Source: an optimization exercise on an open RTL-to-GDS flow (aim: small area). Production flows keep margins and buffers that such runs may drop.
The RTL was checked by simulation tests, not by an equivalence proof against the original design.
Power figures rest on the tool's default switching activity, not on a simulated workload.

===== design/flow/run.sh =====
#!/bin/bash
# synth_recipe.tcl (not shown) runs the flow's synth.tcl, then flattens the netlist and writes it again
# the make line also repeats each setting of config.mk as NAME=value (left out here)
make -C /OpenROAD-flow-scripts/flow DESIGN_CONFIG=/design/flow/config.mk WORK_HOME=/design/flow/orfs CLKGATE_MAP_FILE= SYNTH_SCRIPT=/design/flow/synth_recipe.tcl finish

===== design/flow/design.v =====
package ppc_pkg;
  localparam int INST_W  = 32;
  localparam int FETCH_W = 64;
  localparam logic [1:0] POP_NONE = 2'd0;
  localparam logic [1:0] POP_ONE  = 2'd1;
  localparam logic [1:0] POP_TWO  = 2'd2;
  function automatic logic [1:0] clampPop(input logic [1:0] req);
    clampPop = (req == 2'd3) ? POP_TWO : req;
  endfunction
endpackage
module iq_storage #(
  parameter int DEPTH = 64,
  parameter int IW    = 32,
  parameter int PW    = 6
) (
  input  logic            clk,
  input  logic            wrEn,
  input  logic [PW-2:0]   wrPair,
  input  logic [0:IW-1]   wrEven,
  input  logic [0:IW-1]   wrOdd,
  input  logic [PW-1:0]   rdAddr0,
  input  logic [PW-1:0]   rdAddr1,
  output logic [0:IW-1]   rdData0,
  output logic [0:IW-1]   rdData1
);
  logic [0:IW-1] mem [DEPTH];
  always_ff @(posedge clk) begin
    if (wrEn) begin
      mem[{wrPair, 1'b0}] <= wrEven;
      mem[{wrPair, 1'b1}] <= wrOdd;
    end
  end
  assign rdData0 = mem[rdAddr0];
  assign rdData1 = mem[rdAddr1];
endmodule
module inst_fetch_queue
#(
  parameter int DEPTH = 64,
  parameter int IW    = ppc_pkg::INST_W,
  parameter int PW    = 6
) (
  input  logic            clk,
  input  logic            rst,
  input  logic            flush,
  input  logic            push_valid,
  input  logic [0:2*IW-1] push_data,
  output logic            push_ready,
  output logic            head0_valid,
  output logic [0:IW-1]   head0_inst,
  output logic            head1_valid,
  output logic [0:IW-1]   head1_inst,
  input  logic [0:1]      pop_count,
  output logic [0:PW]     count,
  output logic            overflow_err,
  output logic            pop_err
);
  localparam logic [PW:0] PUSH_LIMIT = (PW+1)'(DEPTH - 2);
  logic [PW:0]   head;
  logic [PW:0]   tail;
  logic [PW:0]   occupancy;
  logic [PW:0]   popReq;
  logic [PW:0]   popEff;
  logic          pushAcc;
  logic          pushRefused;
  logic          popBad;
  logic [0:IW-1] rdData0;
  logic [0:IW-1] rdData1;
  assign occupancy   = tail - head;
  assign push_ready  = (occupancy <= PUSH_LIMIT);
  assign pushAcc     = push_valid & push_ready & ~flush;
  assign pushRefused = push_valid & ~push_ready & ~flush;
  assign popReq = (PW+1)'(ppc_pkg::clampPop(pop_count));
  assign popEff = (popReq > occupancy) ? occupancy : popReq;
  assign popBad = ~flush & ((pop_count == 2'd3) | ((PW+1)'(pop_count) > occupancy));
  always_ff @(posedge clk or posedge rst) begin
    if (rst) begin
      head         <= '0;
      tail         <= '0;
      overflow_err <= 1'b0;
      pop_err      <= 1'b0;
    end else begin
      if (flush) begin
        head <= '0;
        tail <= '0;
      end else begin
        head <= head + popEff;
        if (pushAcc) tail <= tail + (PW+1)'(2);
      end
      if (pushRefused) overflow_err <= 1'b1;
      if (popBad)      pop_err      <= 1'b1;
    end
  end
  iq_storage #(
    .DEPTH (DEPTH),
    .IW    (IW),
    .PW    (PW)
  ) storage (
    .clk     (clk),
    .wrEn    (pushAcc),
    .wrPair  (tail[PW-1:1]),
    .wrEven  (push_data[0:IW-1]),
    .wrOdd   (push_data[IW:2*IW-1]),
    .rdAddr0 (head[PW-1:0]),
    .rdAddr1 (head[PW-1:0] + PW'(1)),
    .rdData0 (rdData0),
    .rdData1 (rdData1)
  );
  assign count       = occupancy;
  assign head0_valid = (occupancy >= (PW+1)'(1));
  assign head1_valid = (occupancy >= (PW+1)'(2));
  assign head0_inst  = head0_valid ? rdData0 : '0;
  assign head1_inst  = head1_valid ? rdData1 : '0;
endmodule

===== design/flow/config.mk =====
export PLATFORM = sky130hd
export DESIGN_NAME = inst_fetch_queue
export DESIGN_NICKNAME = inst_fetch_queue
export VERILOG_FILES = /design/flow/design.v
export SDC_FILE = /design/flow/constraint.sdc
export NUM_CORES = 4
export LEC_CHECK = 0
export CAP_MARGIN = 20
export CORE_MARGIN = 2
export CORE_UTILIZATION = 40
export SLEW_MARGIN = 20

===== design/flow/constraint.sdc =====
create_clock -name core_clock -period 5.5 [get_ports {clk}]
set_input_delay 1.1000 -clock core_clock [delete_from_list [all_inputs] [get_ports {clk}]]
set_output_delay 1.1000 -clock core_clock [all_outputs]
set_load 0.01 [all_outputs]

==> impl_metrics.tcl <==
set metrics [dict create \
    status "complete, no violations" \
    cts_tree "done" \
    dr.pass1.iters 5 \
    yosys.area.top_type "edfxtp_1" \
    hold_viol 0 \
    io_pins 146 \
    synth-main-ff-cell "edfxtp_1" \
    vias 52016 \
    worstPathArrival_ns 4.34 \
    fin_skew_ns 0.0364 \
    die_w_um 494 \
    die_area_um2 244000 \
    rr_startpoint "head[0]$_DFF_PP0_" \
    worstHoldStart "overflow_err$_DFFE_PP0P_" \
    synth-seq-cells 2063 \
    gp_congestion 0.776 \
    post-route-drc-count 0 \
    worstPathMaxFanout 20 \
    drt_iter0_markers 6601 \
    htree_levels 4 \
    synth_most_common_cell "edfxtp_1" \
    tns_ns 0 \
    hold_path_class "register to register" \
    dp_slack_ns 0.212 \
    cts.clk_slew.worst_paths_ns 0.07 \
    power.density_nw_per_um2 409 \
    grt_max_degree 107 \
    overflow 0 \
    netlist_top_cells_count "edfxtp_1 (2048), mux4_2 (1230), buf_2 (191)" \
    synthCells 4327 \
    ant_nets 0 \
    yosysUniqueCellTypes 67 \
    tightest_slew_ns 1.16 \
    cts_root_buffer "clkbuf_16" \
    multi_input_area_um2 32900 \
    grt_pass1_vias 52802 \
    critPathKind "register to output port" \
    r2r_cells 16 \
    fillers 19541 \
    place_hpwl_mm 156 \
    fin_ws_ns 0.0615 \
    io_buffers 145 \
    instances_no_fill 8000 \
    p_leak_uw 0.0339 \
    layout-drive-gt1-share_pct 41.5 \
    antenna_found_initial 27 \
    wire_per_inst_um 35.9 \
    seqCellArea_um2 61900 \
    postSynthAreaPerCell_um2 22.2 \
    fmax_ghz 0.184 \
    maxCapViolCount 0 \
    area_delta_synth_final_pct 15.8 \
    cp-startpoint "head[0]$_DFF_PP0_" \
    rrSetupSlack_ns 0.90 \
    ir_drop_uv 346 \
    layout.nets 4742 \
    drv_slew 0 \
    placed_area_um2 103000 \
    rsz0062_at_grt "true" \
    start_util_pct 40.3 \
    relSlewSlack_pct 22.4 \
    netlist.area_leader.share_pct 64.1 \
    rows 179 \
    grt.total_usage_pct 23.2 \
    synthTopCellsByArea "edfxtp_1 (64%), mux4_2 (29%), mux2i_1 (1.1%)" \
    worstPathRequired_ns 4.40 \
    setup_viol 0 \
    dp_cells 7528 \
    core_um2 238000 \
    finish.instance_area_um2 111000 \
    async_reset_ff_share_pct 0.727 \
    cp-endpoint "head1_inst[15]" \
    viasPerCell 6.50 \
    yosys_warnings 2 \
    post-route-period-util_pct 98.9 \
    drt_wl_total_mm 287 \
    cts_hold_buffers 0 \
    die_h_um 494 \
    period_minus_slack_ns 5.44 \
    cts_buffer_depth 3 \
    synth-edff-count 2048 \
    insertion_delay_ns 0.86 \
    r2r-end "head[6]$_DFF_PP0_" \
    critPathCaptureType "output port" \
    cts.sinks 2063 \
    final_util_pct 46.6 \
    synthesis.area_um2 95900 \
    cp-start-kind "register" \
    numCtsBuffers 216 \
    ys_seq_area_share_pct 64.5 \
    grt_pass1_wl_mm 403 \
]
[per-layer routing]
layer | up-vias | global-route usage [%] | wire [um]
met5 | - | 0 | 107
met4 | 18 | 6.09 | 7510
met3 | 423 | 4.48 | 25700
met2 | 2746 | 36.7 | 137000
met1 | 28884 | 33.3 | 117000
li1 | 19945 | - | -
[logic make-up after synthesis]
logic type,Yosys count,share of synthesized area [%]
DFF,2063,64.5
muxes,1344,30.1
buffers and inverters,360,1.85
and+or+nand+nor,337,1.61
AOI/OAI and AO/OA,180,1.46
adders and majority gates,24,0.329
xor gates and xnor gates,18,0.180
other,1,0.00391
[sequential cells by signal (all words and copies together) (netlist names)]
signal        flops
head              7
overflow_err      1
pop_err           1
storage.mem    2048
tail              6
[final cells by class]
cell class | count | area share [%]
diodes | 6 | 0.0135
clock buffers | 261 | 5.15
clock inverters | 136 | 0.992
inverters | 22 | 0.0901
multi-input cells | 1907 | 29.6
flip-flops and latches | 2063 | 55.7
well taps | 3167 | 3.57
repair buffers | 438 | 4.87
[critical path, cell delays in order, from the launching register on]
cell and delay [ns]:
dfrtp_4 0.50, buf_12 0.16, ha_4 0.33, buf_12 0.20, buf_16 0.21, buf_4 0.21
mux4_2 0.34, mux4_2 0.47, mux2i_1 0.23, a211oi_1 0.11, buf_4 0.18, clkdlybuf4s50_1 0.49
[metrics by stage]
| stage | hold WS [ns] | power (uW) |
|---|---|---|
| after floorplan | 0.493 | 25300 |
| after global placement | 0.443 | 30700 |
| after detailed placement | 0.450 | 30700 |
| after CTS | 0.462 | 45500 |
| after global routing | 0.492 | 46900 |
| final | 0.455 | 45400 |
[repair_timing]
item | in CTS | in global routing
setup endpoints to repair | 65 | 37
gates cloned | 23 | 9
pin swaps | 8 | 3
resized for setup | 111 | 35
setup buffers | 22 | 14
[worst min path at each step]
stage	to	slack [ns]	cells after the start
2_1_floorplan	overflow_err$_DFFE_PP0P_	0.49	1
3_3_place_gp	overflow_err$_DFFE_PP0P_	0.44	1
3_5_place_dp	overflow_err$_DFFE_PP0P_	0.45	1
4_1_cts	overflow_err$_DFFE_PP0P_	0.46	1
5_1_grt	overflow_err$_DFFE_PP0P_	0.49	1
6_report	overflow_err$_DFFE_PP0P_	0.45	1
[power by group]
| part | internal (uW) | total (uW) | switching (uW) |
|---|---|---|---|
| Sequential | 17400 | 17500 | 71.7 |
| Combinational | 6280 | 13600 | 7330 |
| Clock | 8150 | 14300 | 6140 |
[cells in the final DEF, fill, tap and decap left out, drive strengths merged, types with 6 or more instances in the layout]
cell / n
o22ai: 24
and3: 45
nand3: 8
edfxtp: 2048
clkinv: 105
dfrtp: 15
bufbuf: 20
clkbuf: 270
clkdlybuf4s50: 62
mux2i: 105
xnor2: 12
a21oi: 36
mux2: 9
buf: 320
nor2: 48
clkdlybuf4s15: 6
dlygate4sd2: 18
nor2b: 7
o31ai: 7
diode: 6
a211oi: 56
clkinvlp: 7
o21ai: 10
nor3: 15
ha: 22
nand4: 11
a221oi: 7
mux4: 1230
nand2: 182
inv: 29
a31oi: 10
bufinv: 17
xor2: 6

-- afterwards: timing with drivers on the ports --
No port has a modelled driver above. Below, the same layout with a new extraction and two added sets of constraints. Step 1 assumes that a clkbuf_16 drives the clock port and a buf_2 every other input. Step 2 moves the port delays by t, midway between the first and last clock arrival at a register: inputs arrive t later, outputs are due t later. That takes back most of the time a late clock gives input paths. a / b / c = ideal / step 1 / step 2; a / b = the first two.
t, ns: 0.953
slack for setup (ns): 0.061 / -0.041 / 0.649
worst setup path at the end: input to register
latest minus earliest clock arrival (ns): 0.053 / 0.053
pins driven straight from the clock port: 1
After both steps setup and hold are still met in this run. For this run, drivers alone change the setup slack by -0.102 ns; drivers and shift together by +0.588 ns.
